This design comes from an exercise in tuning for small area on the open sky130 flow, not from production work.
At most, simulation tests tie the RTL to the original design; equivalence was not proved.
No functional check of the RTL was part of runs 1, 3 and 4.
Power figures rest on the tool's default switching activity, not on a simulated workload.

File: flow/flow/run.sh
#!/bin/bash
# The standard layout, with the port buffers made from the smallest
# buffer cell instead of a delay buffer.
export BUFFER_PORTS_ARGS="-buffer_cell sky130_fd_sc_hd__buf_1"
bash standard.sh > standard.log 2>&1
File: flow/standard.sh
#!/bin/bash
# synth_recipe.tcl (not shown) runs the flow's synth.tcl, then flattens the netlist and writes it again
# the make line also repeats each setting of config.mk as NAME=value (left out here)
make -C /OpenROAD-flow-scripts/flow DESIGN_CONFIG=/design/flow/config.mk WORK_HOME=/design/flow/orfs CLKGATE_MAP_FILE= SYNTH_SCRIPT=/design/flow/synth_recipe.tcl "${@:-finish}"
File: flow/config.mk
export PLATFORM = sky130hd
export DESIGN_NAME = positional_array_insert_delete
export DESIGN_NICKNAME = positional_array_insert_delete
export VERILOG_FILES = /design/flow/design.v
export SDC_FILE = /design/flow/constraint.sdc
export NUM_CORES = 4
export LEC_CHECK = 0
export CAP_MARGIN = 20
export CORE_MARGIN = 2
export CORE_UTILIZATION = 60
export CTS_BUF_LIST = sky130_fd_sc_hd__clkbuf_16
export CTS_CLUSTER_DIAMETER = 110
export CTS_CLUSTER_SIZE = 28
export GPL_ROUTABILITY_DRIVEN = 0
export SLEW_MARGIN = 20
export SYNTH_HIERARCHICAL = 1
File: flow/constraint.sdc
create_clock -name core_clock -period 5.0 [get_ports {clk_i}]
set_input_delay 1.0000 -clock core_clock [delete_from_list [all_inputs] [get_ports {clk_i}]]
set_output_delay 1.0000 -clock core_clock [all_outputs]
set_load 0.01 [all_outputs]
File: flow/design.v
package paid_pkg;
  localparam int unsigned MODE_W = 2;
  localparam int unsigned POS_W  = 6;
  localparam int unsigned VAL_W  = 32;
  localparam int unsigned ST_W   = 2;
  localparam int unsigned CNT_W  = 6;
  localparam logic [MODE_W-1:0] MODE_INSERT = 2'd0;
  localparam logic [MODE_W-1:0] MODE_DELETE = 2'd1;
  localparam logic [MODE_W-1:0] MODE_READ   = 2'd2;
  localparam logic [ST_W-1:0] ST_DONE   = 2'd0;
  localparam logic [ST_W-1:0] ST_FULL   = 2'd1;
  localparam logic [ST_W-1:0] ST_EMPTY  = 2'd2;
  localparam logic [ST_W-1:0] ST_BADPOS = 2'd3;
endpackage
module paid_cell #(
  parameter bit HAS_LEFT  = 1'b1,
  parameter bit HAS_RIGHT = 1'b1
) (
  input  logic                        clk_i,
  input  logic                        hold_ni,
  input  logic                        left_ni,
  input  logic                        right_ni,
  input  logic                        bcast_ni,
  input  logic [paid_pkg::VAL_W-1:0]  left_n_i,
  input  logic [paid_pkg::VAL_W-1:0]  right_n_i,
  input  logic [paid_pkg::VAL_W-1:0]  bcast_n_i,
  output logic [paid_pkg::VAL_W-1:0]  entry_n_o
);
  logic [paid_pkg::VAL_W-1:0] entry_nq, from_left, from_right;
  if (HAS_LEFT) begin : g_left
    assign from_left = {paid_pkg::VAL_W{left_ni}} | left_n_i;
  end else begin : g_no_left
    assign from_left = '1;
  end
  if (HAS_RIGHT) begin : g_right
    assign from_right = {paid_pkg::VAL_W{right_ni}} | right_n_i;
  end else begin : g_no_right
    assign from_right = '1;
  end
  always_ff @(posedge clk_i) begin
    entry_nq <= ({paid_pkg::VAL_W{hold_ni}}  | entry_nq)
              & ({paid_pkg::VAL_W{bcast_ni}} | bcast_n_i)
              & from_left & from_right;
  end
  assign entry_n_o = entry_nq;
endmodule
module positional_array_insert_delete
#(
  parameter int CAPACITY = 32
) (
  input  logic                    clk_i,
  input  logic                    rst_ni,
  input  logic                    in_valid_i,
  output logic                    in_stall_o,
  input  logic [paid_pkg::MODE_W-1:0]       mode_i,
  input  logic [paid_pkg::POS_W-1:0]        position_i,
  input  logic signed [paid_pkg::VAL_W-1:0] value_i,
  output logic                    out_valid_o,
  input  logic                    out_stall_i,
  output logic [paid_pkg::ST_W-1:0]         status_o,
  output logic signed [paid_pkg::VAL_W-1:0] entry_value_o,
  output logic [paid_pkg::CNT_W-1:0]        entry_count_o,
  output logic                    last_o
);
  localparam int VW = paid_pkg::VAL_W;
  localparam int CW = paid_pkg::CNT_W;
  localparam int IW = $clog2(CAPACITY);
  localparam logic [CW-1:0] Cap = CW'(CAPACITY);
  logic          reading_q;
  logic [CW-1:0] count_q, count_d;
  logic [IW-1:0] rem_q;
  logic                    out_valid_q;
  logic [paid_pkg::ST_W-1:0] status_q, status_d;
  logic [VW-1:0]           value_q;
  logic out_free, in_acc, load, rd_last, rd_start;
  logic ins, del, rot;
  logic full, empty, ins_bad, del_bad;
  logic [CW-1:0] pos;
  logic [VW-1:0] bcast_n, head;
  logic [VW-1:0] entry_n [CAPACITY];
  logic [CAPACITY:0] ge;
  logic [CAPACITY-1:0] eq;
  assign out_free   = !out_valid_q || !out_stall_i;
  assign in_stall_o = reading_q || !out_free;
  assign in_acc     = in_valid_i && !in_stall_o;
  assign rot        = reading_q && out_free;
  assign rd_last    = (rem_q == '0);
  assign full    = (count_q == Cap);
  assign empty   = (count_q == '0);
  assign ins_bad = (position_i > count_q);
  assign del_bad = (position_i >= count_q);
  assign ins      = in_acc && (mode_i == paid_pkg::MODE_INSERT) && !full && !ins_bad;
  assign del      = in_acc && (mode_i == paid_pkg::MODE_DELETE) && !empty && !del_bad;
  assign rd_start = in_acc && (mode_i == paid_pkg::MODE_READ) && !empty;
  assign load     = rot || (in_acc && ((mode_i == paid_pkg::MODE_INSERT) ||
                                       (mode_i == paid_pkg::MODE_DELETE) ||
                                       ((mode_i == paid_pkg::MODE_READ) && empty)));
  always_comb begin
    count_d = count_q;
    if (ins) count_d = count_q + CW'(1);
    if (del) count_d = count_q - CW'(1);
  end
  always_comb begin
    status_d = paid_pkg::ST_DONE;
    if (rot) begin
      status_d = paid_pkg::ST_DONE;
    end else if (mode_i == paid_pkg::MODE_INSERT) begin
      if (full)         status_d = paid_pkg::ST_FULL;
      else if (ins_bad) status_d = paid_pkg::ST_BADPOS;
    end else if (mode_i == paid_pkg::MODE_DELETE) begin
      if (empty)        status_d = paid_pkg::ST_EMPTY;
      else if (del_bad) status_d = paid_pkg::ST_BADPOS;
    end else begin
      status_d = paid_pkg::ST_EMPTY;
    end
  end
  always_ff @(posedge clk_i or negedge rst_ni) begin
    if (!rst_ni) begin
      reading_q   <= 1'b0;
      count_q     <= '0;
      out_valid_q <= 1'b0;
    end else begin
      if (rd_start) begin
        reading_q <= 1'b1;
      end else if (rot && rd_last) begin
        reading_q <= 1'b0;
      end
      count_q     <= count_d;
      out_valid_q <= load || (out_valid_q && out_stall_i);
    end
  end
  assign head = ~entry_n[0];
  always_ff @(posedge clk_i) begin
    if (rd_start) begin
      rem_q <= IW'(count_q - CW'(1));
    end else if (rot) begin
      rem_q <= rem_q - IW'(1);
    end
    if (load) begin
      status_q <= status_d;
    end
    value_q <= ({VW{rot}} & head) | ({VW{!load}} & value_q);
  end
  assign bcast_n = reading_q ? entry_n[0] : ~value_i;
  assign pos     = reading_q ? (count_q - CW'(1)) : position_i;
  assign ge[CAPACITY] = 1'b1;
  for (genvar i = 0; i < CAPACITY; i++) begin : g_ge
    assign ge[i] = (CW'(i) >= pos);
    assign eq[i] = (CW'(i) == pos);
  end
  for (genvar i = 0; i < CAPACITY; i++) begin : g_cell
    logic s_left, s_right, s_bcast, s_hold;
    logic [VW-1:0] left_n, right_n;
    if (i == 0) begin : g_first
      assign left_n  = entry_n[i];
      assign s_left  = 1'b0;
      assign s_bcast = (ins || rot) && eq[0];
    end else begin : g_mid_l
      assign left_n  = entry_n[i-1];
      assign s_left  = ins && ge[i-1];
      assign s_bcast = (ins || rot) && eq[i];
    end
    if (i == CAPACITY - 1) begin : g_last
      assign right_n = entry_n[i];
      assign s_right = 1'b0;
    end else begin : g_mid_r
      assign right_n = entry_n[i+1];
      assign s_right = (del && ge[i]) || (rot && !ge[i]);
    end
    assign s_hold = !(s_left || s_right || s_bcast);
    paid_cell #(
      .HAS_LEFT (i != 0),
      .HAS_RIGHT(i != CAPACITY - 1)
    ) u_cell (
      .clk_i    (clk_i),
      .hold_ni  (!s_hold),
      .left_ni  (!s_left),
      .right_ni (!s_right),
      .bcast_ni (!s_bcast),
      .left_n_i (left_n),
      .right_n_i(right_n),
      .bcast_n_i(bcast_n),
      .entry_n_o(entry_n[i])
    );
  end
  assign out_valid_o   = out_valid_q;
  assign status_o      = status_q;
  assign entry_value_o = value_q;
  assign entry_count_o = count_q;
  assign last_o        = !reading_q;
endmodule
==> results of run 1 <==
-- through the flow --
| stage | total power [W] | instances | hold WS (ns) |
|---|---|---|---|
| floorplan | 0.0254 | 5065 | 0.455 |
| global placement | 0.0293 | 5821 | 0.433 |
| detailed placement | 0.0297 | 5821 | 0.440 |
| CTS | 0.0340 | 5874 | 0.305 |
| global route | 0.0365 | 5881 | 0.324 |
| finish | 0.0345 | 5881 | 0.319 |
-- worst paths after layout --
kind	slack, ns	from	end
setup / recovery	0.79	count_q[0]	g_cell[19].u_cell.entry_nq[2]
hold / removal	0.32	rst_ni	count_q[0]
setup reg to reg	0.79	count_q[0]	g_cell[19].u_cell.entry_nq[2]
hold reg to reg	0.46	value_q[29]	value_q[29]
max in group asynchronous	4.25	rst_ni	count_q[2]
min in group core_clock	0.46	value_q[29]	value_q[29]
-- power by group --
group,internal [W],total (W),switching (W)
Clock,0.00169,0.00441,0.00272
Combinational,0.00532,0.0145,0.00919
Sequential,0.0123,0.0156,0.00334
Total,0.0193,0.0345,0.0153
-- cell type report --
cell class                      instances  area [µm²]  share of cell area, %
Timing Repair Buffer                  233        1570                   3.44
Clock buffer                           46        1150                   2.53
Multi-Input combinational cell       3548       19900                   43.8
Sequential cell                      1071       21600                   47.3
Clock inverter                          7        81.3                  0.179
Tap cell                              959        1200                   2.63
Inverter                               17        63.8                  0.140
-- sequential cells by signal, indices dropped and copies added (netlist names) --
| register | count |
|---|---|
| status_q | 2 |
| value_q | 32 |
| reading_q | 1 |
| g_cell.u_cell.entry_nq | 1024 |
| out_valid_q | 1 |
| count_q | 6 |
| rem_q | 5 |
-- layout by cell type, fill, tap and decap left out, types with 4 or more instances in the layout --
cell	instances
a21o_1	5
and3_1	4
and2_1	10
dfrtp_1	7
nor2_1	1134
o21ai_4	13
edfxtp_1	7
a21oi_1	20
nor2b_1	6
buf_4	140
o22ai_2	12
buf_1	86
o211ai_1	4
inv_1	17
dfxtp_1	1056
nand2b_1	5
ha_1	11
mux2i_2	20
o21ai_2	8
a21oi_2	4
nand2_1	125
clkbuf_16	46
a21oi_4	20
buf_16	7
nor3_1	5
nand3_1	22
o21ai_0	49
nand4_1	5
o22ai_1	1984
xnor2_1	10
a32oi_1	4
-- worst register-to-register path, delay by kind of cell, from the launching register on --
family	cells	cell delay (ns)
compound gates	3	0.83
fa+ha+maj	1	0.41
buf+inv	3	1.03
flops	1	0.54
mux	2	0.66
simple gates	3	0.65
-- routing by layer --
layer | routed length (µm) | GRT usage (%) | vias up | share of wire (%)
met3 | 9900 | 4.28 | 270 | 7.2
met2 | 64000 | 58.3 | 1902 | 47
li1 | - | - | 19100 | -
met4 | 3880 | 12.7 | 0 | 2.8
met5 | 0 | 0 | - | 0
met1 | 59700 | 47.2 | 19900 | 43
==> impl_metrics.py, run 1 <==
metrics = {
    "sta": {
        "maxSlewViolCount": 0,
        "min_period_ns": 4.21,
        "fmax_mhz": 237,
        "hold_viol": 0,
        "fin_crit_sh_pct": 84.3,
        "setup_tns_ns": 0,
        "finClkSkew_ns": 0.0506,
        "finalSetupViolations": 0,
        "slew_headroom_pct": 19.0,
        "timing.final.ws_setup_ns": 0.785,
        "worst_pin_slew_ns": 1.21,
        "rsz0062_at_grt": "no",
    },
    "setup_path": {
        "crit_chain": "inv_1 -> ha_1 -> or3b_4 -> mux2_4 -> o311a_1 -> a21oi_1 -> mux2i_2 -> buf_4 -> nand3_1 -> buf_4 -> o22ai_1 -> nor2_1",
        "crit_cells": 12,
        "crit_fanout": 33,
        "crit_path_max_incr_delay_ns": 0.54,
        "crit_buf_inv": 3,
        "required_ns": 5.53,
        "worst_path_max_delay_cell": "dfrtp_1",
        "critPathKind": "register to register",
        "critPathLaunchType": "register",
        "arrival_ns": 4.75,
        "cpMostUsedCell": "buf_4",
        "worst_setup_path_end_kind": "register",
        "rr_worst_depth": 12,
        "critical-path-top-delay-family": "buffers and inverters",
    },
    "clock_network": {
        "cts_sinks": 1071,
        "cts_hold_buf": 0,
        "cts_setup_buffers": 0,
        "clockBufferDepth": 3,
        "cts_tree": "yes",
        "clkSlewWorstSetupHoldPaths_ns": 0.11,
        "clk_latency_ns": 0.65,
        "cts_root_buf": "clkbuf_16",
        "numCtsBuffers": 45,
        "cts_resized": 0,
        "htreeDepth": 2,
    },
    "detailed_routing": {
        "firstDrtPassIters": 25,
        "routedWlPerCell_um": 23.4,
        "ant_nets": 0,
        "route.vias.total": 41200,
        "routed_via_density": 7.00,
        "remaining_drc_errors": 0,
        "wl_mm": 137,
        "drt_iter0_markers": 3853,
    },
    "run_status": {
        "status": "complete, no violations",
    },
    "final_layout": {
        "finish.utilization_pct": 62.3,
        "nets": 4971,
        "stdcell_area_um2": 45600,
        "areaGrowthSynthToFinish_pct": 2.68,
        "drive_above_1_share_pct": 6.22,
        "n_fill_cell": 6407,
        "diodes": 0,
    },
    "synthesis": {
        "synth.avg_cell_area_um2": 8.76,
        "synth_area_um2": 44400,
        "syn_nets": 5120,
        "yosysWarnings": 11,
        "syn_inst": 5065,
    },
    "placed_design": {
        "numPortBuffers": 86,
        "placed_area_um2": 44100,
        "dp_worst_setup_slack_ns": 0.603,
        "place_hpwl_mm": 94.5,
    },
    "floorplan": {
        "core_area_um2": 73100,
        "die_x_um": 276,
        "die_height_um": 276,
        "pin_count": 87,
        "rows": 99,
        "dieArea_um2": 76100,
        "initial_core_util_pct": 60.7,
    },
    "global_routing": {
        "grt_pass1_wl_mm": 220,
        "grt_pass1_vias": 38700,
        "antenna_found_initial": 0,
        "grt_overflow": 0,
        "grt_max_degree": 35,
        "grt_usage_pct": 35.1,
    },
    "pwr": {
        "peakVddDrop_uv": 436,
        "power_density_nw_per_um2": 758,
        "leakagePower_nw": 14.9,
    },
    "run": {
        "maxCapViolations": 0,
    },
    "min_path": {
        "hold_path_class": "primary input to async pin",
    },
}
==> run 2, diff against run 1 <==
--- a/flow/design.v
+++ b/flow/design.v
@@ -79,7 +79,6 @@
   logic [VW-1:0] bcast_n, head;
   logic [VW-1:0] entry_n [CAPACITY];
   logic [CAPACITY:0] ge;
-  logic [CAPACITY-1:0] eq;
   assign out_free   = !out_valid_q || !out_stall_i;
   assign in_stall_o = reading_q || !out_free;
   assign in_acc     = in_valid_i && !in_stall_o;
@@ -146,7 +145,6 @@
   assign ge[CAPACITY] = 1'b1;
   for (genvar i = 0; i < CAPACITY; i++) begin : g_ge
     assign ge[i] = (CW'(i) >= pos);
-    assign eq[i] = (CW'(i) == pos);
   end
   for (genvar i = 0; i < CAPACITY; i++) begin : g_cell
     logic s_left, s_right, s_bcast, s_hold;
@@ -154,11 +152,11 @@
     if (i == 0) begin : g_first
       assign left_n  = entry_n[i];
       assign s_left  = 1'b0;
-      assign s_bcast = (ins || rot) && eq[0];
+      assign s_bcast = (ins || rot) && ge[0];
     end else begin : g_mid_l
       assign left_n  = entry_n[i-1];
       assign s_left  = ins && ge[i-1];
-      assign s_bcast = (ins || rot) && eq[i];
+      assign s_bcast = (ins || rot) && ge[i] && !ge[i-1];
     end
     if (i == CAPACITY - 1) begin : g_last
       assign right_n = entry_n[i];
==> flow/flow/run.sh (replaced) <==
#!/bin/bash
# The standard layout with two changes: the port buffers are made from
# the smallest buffer cell, and gate sizing may change a cell's footprint
# (so a weak driver can be upsized instead of getting a buffer).
export BUFFER_PORTS_ARGS="-buffer_cell sky130_fd_sc_hd__buf_1"
bash standard.sh MATCH_CELL_FOOTPRINT=0 finish > standard.log 2>&1
--- a/flow/config.mk
+++ b/flow/config.mk
@@ -11,6 +11,5 @@
 export CTS_BUF_LIST = sky130_fd_sc_hd__clkbuf_16
 export CTS_CLUSTER_DIAMETER = 110
 export CTS_CLUSTER_SIZE = 28
-export GPL_ROUTABILITY_DRIVEN = 0
 export SLEW_MARGIN = 20
 export SYNTH_HIERARCHICAL = 1
==> impl_metrics.py, run 2 <==
metrics = {
    "sta": {
        "finalSetupViolations": 0,
        "slew_headroom_pct": 24.5,
        "fmax_mhz": 238,
        "maxSlewViolCount": 0,
        "rsz0062_at_grt": "no",
        "min_period_ns": 4.20,
        "fin_crit_sh_pct": 84.0,
        "hold_viol": 0,
        "worst_pin_slew_ns": 1.13,
        "setup_tns_ns": 0,
        "finClkSkew_ns": 0.0237,
    },
    "global_routing": {
        "use_met3_pct": 4.42,
        "antenna_found_initial": 0,
        "use_met2_pct": 56.9,
        "grt_overflow": 0,
        "grt_pass1_wl_mm": 217,
        "use_met1_pct": 45.0,
        "grt_max_degree": 42,
        "grt_pass1_vias": 38700,
        "grt_usage_pct": 33.8,
        "busiest_layer": "met2",
    },
    "clock_network": {
        "clk_latency_ns": 0.63,
        "cts_sinks": 1071,
        "cts_tree": "yes",
        "cts_resized": 0,
        "cts_hold_buf": 0,
        "htreeDepth": 2,
        "clockBufferDepth": 3,
        "cts_setup_buffers": 0,
        "cts_root_buf": "clkbuf_16",
        "clkSlewWorstSetupHoldPaths_ns": 0.12,
        "numCtsBuffers": 44,
    },
    "pwr": {
        "leakagePower_nw": 15.1,
        "power_density_nw_per_um2": 770,
        "peakVddDrop_uv": 566,
    },
    "setup_path": {
        "rr_worst_depth": 12,
        "crit_fanout": 32,
        "reg2reg_to": "g_cell[30].u_cell.entry_nq[11]",
        "arrival_ns": 4.77,
        "critPathKind": "register to register",
        "ff2ff_setup_slack_ns": 0.80,
        "critPathLaunchType": "register",
        "required_ns": 5.57,
        "reg2reg_from": "count_q[0]",
        "worst_setup_path_end_kind": "register",
        "cp-startpoint": "count_q[0]",
    },
    "final_layout": {
        "final_common_cell": "o22ai_1",
        "final-instance-count-excl-fill": 5871,
        "top_register": "g_cell.u_cell.entry_nq",
        "areaGrowthSynthToFinish_pct": 2.01,
        "stdcell_area_um2": 45400,
        "mostFrequentLayoutCells": "o22ai_1, nor2_1, dfxtp_1",
        "diodes": 0,
        "top_regs": "g_cell.u_cell.entry_nq: 1024 flops, value_q: 32 flops, count_q: 6 flops",
        "drive_above_1_share_pct": 6.68,
        "nets": 4962,
        "largest_reg_flops": 1024,
        "n_fill_cell": 6424,
    },
    "synthesis": {
        "syn_inst": 5045,
        "synth_area_um2": 44500,
        "synth.avg_cell_area_um2": 8.82,
        "syn_nets": 5100,
        "yosysWarnings": 11,
    },
    "floorplan": {
        "initial_core_util_pct": 60.8,
        "rows": 99,
        "die_height_um": 276,
        "core_area_um2": 73200,
        "die_x_um": 276,
        "pin_count": 87,
        "dieArea_um2": 76300,
    },
    "detailed_routing": {
        "ant_nets": 0,
        "drt_iter0_markers": 3372,
        "remaining_drc_errors": 0,
        "firstDrtPassIters": 5,
        "wl_mm": 134,
        "route.vias.total": 40700,
        "routed_via_density": 6.94,
        "routedWlPerCell_um": 22.8,
    },
    "placed_design": {
        "numPortBuffers": 86,
        "place.gp.congestion": 1.00,
        "dp_cells": 5820,
        "placed_area_um2": 44200,
        "place_hpwl_mm": 92.7,
    },
    "min_path": {
        "hold_path_class": "primary input to async pin",
    },
    "run_status": {
        "status": "complete, no violations",
    },
    "run": {
        "maxCapViolations": 0,
    },
}
[run 2: layer usage]
layer | vias to the layer above | share of wire [%]
li1 | 19200 | -
met1 | 19700 | 43
met2 | 1657 | 47
met3 | 217 | 7.1
met4 | 0 | 2.7
met5 | - | 0
[run 2: stage by stage]
step | total power (W) | utilization, % | setup WS, ns | hold WS (ns)
2_1_floorplan | 0.0263 | - | 1.49 | 0.441
3_3_place_gp | 0.0299 | 60.4 | 0.875 | 0.442
3_5_place_dp | 0.0304 | 60.4 | 0.800 | 0.444
4_1_cts | 0.0347 | 62.0 | 1.10 | 0.343
5_1_grt | 0.0371 | 62.0 | 0.723 | 0.373
6_report | 0.0349 | 62.0 | 0.801 | 0.353
[run 2: final cells by class]
| class | instances | area (µm²) | share of cell area (%) |
|---|---|---|---|
| Inverter | 18 | 67.6 | 0.149 |
| Tap cell | 959 | 1200 | 2.64 |
| Clock buffer | 45 | 1130 | 2.48 |
| Multi-Input combinational cell | 3529 | 19900 | 43.8 |
| Sequential cell | 1071 | 21600 | 47.5 |
| Clock inverter | 6 | 51.3 | 0.113 |
| Timing Repair Buffer | 243 | 1500 | 3.31 |
[run 2: power breakdown]
group          leakage [nW]  internal [W]  total (W)  switching [W]
combinational          5.53       0.00560     0.0152        0.00957
sequential             8.96        0.0122     0.0154        0.00318
clock                 0.584       0.00165    0.00433        0.00268
[run 2: worst max path at each step]
stage / end / slack [ns] / cells after the start
6_report: g_cell[30].u_cell.entry_nq[11] / 0.80 / 12
4_1_cts: g_cell[30].u_cell.entry_nq[11] / 1.10 / 12
3_3_place_gp: g_cell[4].u_cell.entry_nq[5] / 0.88 / 14
5_1_grt: g_cell[30].u_cell.entry_nq[14] / 0.72 / 12
3_5_place_dp: g_cell[4].u_cell.entry_nq[7] / 0.80 / 14
2_1_floorplan: g_cell[19].u_cell.entry_nq[30] / 1.49 / 13
[run 2: critical path, cell delays in order, from the launching register on]
cell and delay (ns):
dfrtp_1 0.38, buf_4 0.20, inv_1 0.17, ha_1 0.46
xnor2_2 0.22, a21oi_1 0.73, nand2_1 0.31, nor2_1 0.46
a21oi_1 0.27, mux2i_2 0.22, buf_4 0.41, o22ai_1 0.13
nor2_1 0.11
==> run 3, diff against run 2 <==
--- a/flow/design.v
+++ b/flow/design.v
@@ -12,7 +12,7 @@
   localparam logic [ST_W-1:0] ST_EMPTY  = 2'd2;
   localparam logic [ST_W-1:0] ST_BADPOS = 2'd3;
 endpackage
-module paid_cell #(
+module paid_store #(
   parameter bit HAS_LEFT  = 1'b1,
   parameter bit HAS_RIGHT = 1'b1
 ) (
@@ -43,6 +43,46 @@
               & from_left & from_right;
   end
   assign entry_n_o = entry_nq;
+endmodule
+module paid_cell #(
+  parameter bit HAS_LEFT  = 1'b1,
+  parameter bit HAS_RIGHT = 1'b1
+) (
+  input  logic                        clk_i,
+  input  logic                        hold_i,
+  input  logic                        left_i,
+  input  logic                        right_i,
+  input  logic                        bcast_i,
+  input  logic [paid_pkg::VAL_W-1:0]  left_n_i,
+  input  logic [paid_pkg::VAL_W-1:0]  right_n_i,
+  input  logic [paid_pkg::VAL_W-1:0]  bcast_n_i,
+  output logic [paid_pkg::VAL_W-1:0]  entry_n_o
+);
+  logic hold_n, left_n, right_n, bcast_n;
+  paid_sel_inv u_sel_inv (
+    .sel_i  ({hold_i, left_i, right_i, bcast_i}),
+    .sel_no ({hold_n, left_n, right_n, bcast_n})
+  );
+  paid_store #(
+    .HAS_LEFT (HAS_LEFT),
+    .HAS_RIGHT(HAS_RIGHT)
+  ) u_store (
+    .clk_i    (clk_i),
+    .hold_ni  (hold_n),
+    .left_ni  (left_n),
+    .right_ni (right_n),
+    .bcast_ni (bcast_n),
+    .left_n_i (left_n_i),
+    .right_n_i(right_n_i),
+    .bcast_n_i(bcast_n_i),
+    .entry_n_o(entry_n_o)
+  );
+endmodule
+module paid_sel_inv (
+  input  logic [3:0] sel_i,
+  output logic [3:0] sel_no
+);
+  assign sel_no = ~sel_i;
 endmodule
 module positional_array_insert_delete
 #(
@@ -171,10 +211,10 @@
       .HAS_RIGHT(i != CAPACITY - 1)
     ) u_cell (
       .clk_i    (clk_i),
-      .hold_ni  (!s_hold),
-      .left_ni  (!s_left),
-      .right_ni (!s_right),
-      .bcast_ni (!s_bcast),
+      .hold_i   (s_hold),
+      .left_i   (s_left),
+      .right_i  (s_right),
+      .bcast_i  (s_bcast),
       .left_n_i (left_n),
       .right_n_i(right_n),
       .bcast_n_i(bcast_n),
==> impl_metrics.py, run 3 <==
metrics = {
    "run_status": {
        "status": "complete, no violations",
    },
    "run": {
        "maxCapViolations": 0,
    },
    "clock_network": {
        "cts_tree": "yes",
        "cts_resized": 0,
        "clockBufferDepth": 3,
        "clkSlewWorstSetupHoldPaths_ns": 0.12,
        "htreeDepth": 2,
        "cts_setup_buffers": 0,
        "cts_hold_buf": 0,
        "clk_latency_ns": 0.64,
        "cts_root_buf": "clkbuf_16",
        "cts_sinks": 1071,
        "numCtsBuffers": 44,
    },
    "floorplan": {
        "rows": 100,
        "dieArea_um2": 77200,
        "die_height_um": 278,
        "core_area_um2": 74300,
        "pin_count": 87,
        "initial_core_util_pct": 60.5,
        "die_x_um": 278,
    },
    "setup_path": {
        "crit_path_max_incr_delay_ns": 0.81,
        "critical-path-top-delay-family": "compound AO/OA/AOI/OAI gates",
        "crit_fanout": 32,
        "cpMostUsedCell": "a21oi_1",
        "critPathLaunchType": "register",
        "critPathKind": "register to register",
        "arrival_ns": 5.11,
        "crit_chain": "inv_1 -> ha_1 -> or3b_4 -> xnor2_1 -> a21oi_1 -> a21oi_1 -> mux2i_1 -> clkinv_1 -> o22ai_1 -> nor2_1",
        "reg2reg_to": "g_cell[16].u_cell.u_store.entry_nq[26]",
        "reg2reg_from": "count_q[1]",
        "required_ns": 5.52,
        "rr_worst_depth": 10,
        "ff2ff_setup_slack_ns": 0.42,
        "crit_buf_inv": 2,
        "worst_path_max_delay_cell": "clkinv_1",
        "worst_setup_path_end_kind": "register",
    },
    "sta": {
        "maxSlewViolCount": 0,
        "min_period_ns": 4.58,
        "timing.final.ws_setup_ns": 0.418,
        "fin_crit_sh_pct": 91.6,
        "slew_headroom_pct": 25.4,
        "setup_tns_ns": 0,
        "finClkSkew_ns": 0.0193,
        "finalSetupViolations": 0,
        "worst_pin_slew_ns": 1.12,
        "fmax_mhz": 218,
        "hold_viol": 0,
        "rsz0062_at_grt": "no",
    },
    "final_layout": {
        "drive_above_1_share_pct": 4.76,
        "top_regs": "g_cell.u_cell.u_store.entry_nq: 1024 flops, value_q: 32 flops, count_q: 6 flops",
        "n_fill_cell": 6574,
        "diodes": 0,
        "nets": 5074,
        "mostFrequentLayoutCells": "o22ai_1, nor2_1, dfxtp_1",
        "final_common_cell": "o22ai_1",
        "largest_reg_flops": 1024,
        "top_register": "g_cell.u_cell.u_store.entry_nq",
        "areaGrowthSynthToFinish_pct": 1.38,
    },
    "pwr": {
        "seqPwrFrac_pct": 43.5,
        "swShare_pct": 44.6,
        "power_density_nw_per_um2": 814,
        "leakagePower_nw": 15.7,
        "peakVddDrop_uv": 520,
        "power_frac_clock_pct": 11.8,
        "combPwrFrac_pct": 44.7,
        "p_sw_w": 0.0166,
        "total_power_w": 0.0371,
        "internal-power_w": 0.0205,
    },
    "placed_design": {
        "numPortBuffers": 86,
        "place_hpwl_mm": 89.9,
        "place.gp.congestion": 0.924,
        "dp_worst_setup_slack_ns": 0.731,
    },
    "detailed_routing": {
        "remaining_drc_errors": 0,
        "wl_mm": 134,
        "routed_via_density": 6.86,
        "route.vias.total": 41100,
        "route.met3.wl_mm": 9.56,
        "firstDrtPassIters": 6,
        "ant_nets": 0,
        "wl_met1_mm": 59.3,
        "topRoutingLayerUsed": "met4",
        "routedWlPerCell_um": 22.4,
        "route.met2.wl_mm": 61.0,
        "drt_iter0_markers": 3763,
    },
    "synthesis": {
        "synth.avg_cell_area_um2": 8.67,
        "syn_nets": 5244,
        "synth_area_um2": 45000,
        "yosysWarnings": 11,
        "syn_inst": 5189,
    },
    "min_path": {
        "hold_path_class": "primary input to async pin",
    },
    "global_routing": {
        "grt_pass1_vias": 38800,
        "grt_max_degree": 46,
        "grt_pass1_wl_mm": 218,
        "grt_usage_pct": 33.6,
        "antenna_found_initial": 0,
        "grt_overflow": 0,
    },
}
## run 3: layout make-up
class                           instances  area (µm²)  area share (%)
Clock buffer                           46        1150            2.52
Clock inverter                          4        41.3          0.0906
Inverter                              141         531            1.16
Multi-Input combinational cell       3554       19700            43.1
Sequential cell                      1071       21600            47.3
Tap cell                              969        1210            2.66
Timing Repair Buffer                  207        1440            3.16
## run 3: worst max-delay path by stage
stage	start	endpoint	cells past startpoint
6_report	count_q[1]	g_cell[16].u_cell.u_store.entry_nq[26]	10
5_1_grt	count_q[1]	g_cell[16].u_cell.u_store.entry_nq[26]	10
4_1_cts	count_q[1]	g_cell[25].u_cell.u_store.entry_nq[19]	11
3_5_place_dp	position_i[1]	g_cell[28].u_cell.u_store.entry_nq[30]	13
3_3_place_gp	position_i[1]	g_cell[28].u_cell.u_store.entry_nq[11]	13
2_1_floorplan	position_i[0]	g_cell[24].u_cell.u_store.entry_nq[21]	14
## run 3: power groups by stage
stage          clock network [W]  registers (W)  logic, W
2_1_floorplan                  0         0.0152    0.0129
3_3_place_gp                   0         0.0161    0.0157
3_5_place_dp                   0         0.0162    0.0161
4_1_cts                  0.00448         0.0160    0.0162
5_1_grt                  0.00474         0.0166    0.0182
6_report                 0.00439         0.0161    0.0166
## run 3: through the flow
stage	hold slack [ns]	instances	util, %	instance area, µm²
floorplan	0.455	5189	-	45000
CTS	0.343	5977	61.0	45300
finish	0.352	5992	61.3	45600
detailed placement	0.439	5927	59.4	44100
global placement	0.432	5927	59.4	44100
global route	0.343	5992	61.3	45600
## run 3: metal layers
| metal | vias to the layer above | global-route usage, % |
|---|---|---|
| met5 | - | 0.250 |
| met4 | 0 | 10.2 |
| met3 | 287 | 4.79 |
| met2 | 1647 | 55.7 |
| met1 | 19800 | 45.6 |
| li1 | 19400 | - |
==> run 4, diff against run 3 <==
==> flow/flow/run.sh (replaced) <==
#!/bin/bash
# The standard layout, with the port buffers made from the smallest
# buffer cell instead of a delay buffer.
export BUFFER_PORTS_ARGS="-buffer_cell sky130_fd_sc_hd__buf_1"
bash standard.sh > standard.log 2>&1
==> impl_metrics.py, run 4 <==
metrics = {
    "final_layout": {
        "stdcell_area_um2": 45600,
        "diodes": 0,
        "mostFrequentLayoutCells": "o22ai_1, nor2_1, dfxtp_1",
        "top_register": "g_cell.u_cell.u_store.entry_nq",
        "areaGrowthSynthToFinish_pct": 1.38,
        "largest_reg_flops": 1024,
        "drive_above_1_share_pct": 4.76,
        "final_common_cell": "o22ai_1",
        "nets": 5074,
        "n_fill_cell": 6574,
        "top_regs": "g_cell.u_cell.u_store.entry_nq: 1024 flops, value_q: 32 flops, count_q: 6 flops",
    },
    "sta": {
        "setup_tns_ns": 0,
        "worst_pin_slew_ns": 1.12,
        "finalSetupViolations": 0,
        "holdWs_ns": 0.352,
        "hold_viol": 0,
        "fin_crit_sh_pct": 91.6,
        "maxSlewViolCount": 0,
        "finClkSkew_ns": 0.0193,
        "fmax_mhz": 218,
        "slew_headroom_pct": 25.4,
        "min_period_ns": 4.58,
        "rsz0062_at_grt": "no",
    },
    "synthesis": {
        "yosysWarnings": 11,
        "synth_area_um2": 45000,
        "synth.avg_cell_area_um2": 8.67,
        "syn_nets": 5244,
        "syn_inst": 5189,
    },
    "detailed_routing": {
        "ant_nets": 0,
        "routed_via_density": 6.86,
        "route.vias.total": 41100,
        "routedWlPerCell_um": 22.4,
        "wl_mm": 134,
        "drt_iter0_markers": 3763,
        "remaining_drc_errors": 0,
        "firstDrtPassIters": 6,
    },
    "global_routing": {
        "antenna_found_initial": 0,
        "grt_overflow": 0,
        "grt_pass1_vias": 38800,
        "grt_max_degree": 46,
        "grt_pass1_wl_mm": 218,
        "grt_usage_pct": 33.6,
    },
    "placed_design": {
        "placed_area_um2": 44100,
        "place.gp.congestion": 0.924,
        "numPortBuffers": 86,
        "place_hpwl_mm": 89.9,
    },
    "setup_path": {
        "cpMostUsedCell": "a21oi_1",
        "worst_path_max_delay_cell": "clkinv_1",
        "arrival_ns": 5.11,
        "reg2reg_to": "g_cell[16].u_cell.u_store.entry_nq[26]",
        "crit_fanout": 32,
        "critPathLaunchType": "register",
        "rr_worst_depth": 10,
        "required_ns": 5.52,
        "crit_path_max_incr_delay_ns": 0.81,
        "critical-path-top-delay-family": "compound AO/OA/AOI/OAI gates",
        "crit_buf_inv": 2,
        "critPathKind": "register to register",
        "reg2reg_from": "count_q[1]",
        "ff2ff_setup_slack_ns": 0.42,
        "crit_cells": 10,
        "worst_setup_path_end_kind": "register",
        "crit_chain": "inv_1 -> ha_1 -> or3b_4 -> xnor2_1 -> a21oi_1 -> a21oi_1 -> mux2i_1 -> clkinv_1 -> o22ai_1 -> nor2_1",
    },
    "run": {
        "maxCapViolations": 0,
    },
    "pwr": {
        "leakagePower_nw": 15.7,
        "power_density_nw_per_um2": 814,
        "peakVddDrop_uv": 520,
    },
    "floorplan": {
        "initial_core_util_pct": 60.5,
        "die_x_um": 278,
        "dieArea_um2": 77200,
        "core_area_um2": 74300,
        "pin_count": 87,
        "die_height_um": 278,
        "rows": 100,
    },
    "clock_network": {
        "clkSlewWorstSetupHoldPaths_ns": 0.12,
        "cts_setup_buffers": 0,
        "cts_sinks": 1071,
        "cts_resized": 0,
        "clk_latency_ns": 0.64,
        "cts_tree": "yes",
        "clockBufferDepth": 3,
        "numCtsBuffers": 44,
        "cts_hold_buf": 0,
        "htreeDepth": 2,
        "cts_root_buf": "clkbuf_16",
    },
    "min_path": {
        "hold_path_class": "primary input to async pin",
    },
    "run_status": {
        "status": "complete, no violations",
    },
}
==> run 4: per-layer routing <==
| layer | global-route usage [%] | share of wire, % |
|---|---|---|
| met1 | 45.6 | 44 |
| met2 | 55.7 | 46 |
| met3 | 4.79 | 7.1 |
| met4 | 10.2 | 3.1 |
| met5 | 0.250 | 0 |
==> run 4: worst max-delay path by stage <==
stage	from	to	slack [ns]
detailed placement	position_i[1]	g_cell[28].u_cell.u_store.entry_nq[30]	0.73
finish	count_q[1]	g_cell[16].u_cell.u_store.entry_nq[26]	0.42
global route	count_q[1]	g_cell[16].u_cell.u_store.entry_nq[26]	0.17
floorplan	position_i[0]	g_cell[24].u_cell.u_store.entry_nq[21]	1.63
global placement	position_i[1]	g_cell[28].u_cell.u_store.entry_nq[11]	0.81
CTS	count_q[1]	g_cell[25].u_cell.u_store.entry_nq[19]	0.83
==> run 4: through the flow <==
| stage | power (W) | worst slack, ns | instances | util, % |
|---|---|---|---|---|
| 3_3_place_gp | 0.0318 | 0.807 | 5927 | 59.4 |
| 6_report | 0.0371 | 0.418 | 5992 | 61.3 |
| 2_1_floorplan | 0.0280 | 1.63 | 5189 | - |
| 5_1_grt | 0.0395 | 0.168 | 5992 | 61.3 |
| 3_5_place_dp | 0.0324 | 0.731 | 5927 | 59.4 |
| 4_1_cts | 0.0367 | 0.827 | 5977 | 61.0 |
==> run 4: cell type report <==
cell class | instances | area (µm²) | share of cell area, %
flip-flops and latches | 1071 | 21600 | 47.3
well taps | 969 | 1210 | 2.66
clock inverters | 4 | 41.3 | 0.0906
clock buffers | 46 | 1150 | 2.52
multi-input cells | 3554 | 19700 | 43.1
repair buffers | 207 | 1440 | 3.16
inverters | 141 | 531 | 1.16
==> run 4: worst reg2reg max path, delay by kind of cell (launching register included) <==
kind | cells | cell delay [ns]
AO/OA/AOI/OAI | 3 | 1.23
buffers and inverters | 2 | 1.01
AND/OR/NAND/NOR | 2 | 0.54
flip-flops | 1 | 0.53
XOR/XNOR | 1 | 0.53
adder cells (fa/ha/maj) | 1 | 0.38
multiplexers | 1 | 0.26
==> run 4: report_power, final <==
part           internal (W)  switching (W)  leakage [nW]
sequential           0.0127        0.00341          9.01
combinational       0.00615         0.0104          6.10
clock               0.00168        0.00271         0.591

## what the ideal ports hide
Ports are ideal in the flow. The routed layouts listed here were re-timed in OpenROAD.
Step 1: set_driving_cell puts a clkbuf_16 on clk_i and a buf_2 on each other input, an assumption about the parent block.
Step 2 moves the port delays by t, midway between the first and last clock arrival at a register: inputs arrive t later, outputs are due t later. That takes back most of the time a late clock gives input paths.
Three values: ideal, step 1, step 2; two values: the first two.
run | shift t [ns] | setup WS [ns] | cell pins on the clock port's net
run 1 | 0.692 | 0.785 / 0.785 / 0.506 | 1
run 2 | 0.693 | 0.801 / 0.801 / 0.681 | 1
run 3 | 0.696 | 0.418 / 0.418 / 0.235 | 1
run 4 | 0.696 | 0.418 / 0.418 / 0.235 | 1
After both steps every run listed still meets setup and hold. For run 1, which loses most, drivers alone change the setup slack by 0.000 ns; drivers and shift together by -0.279 ns.
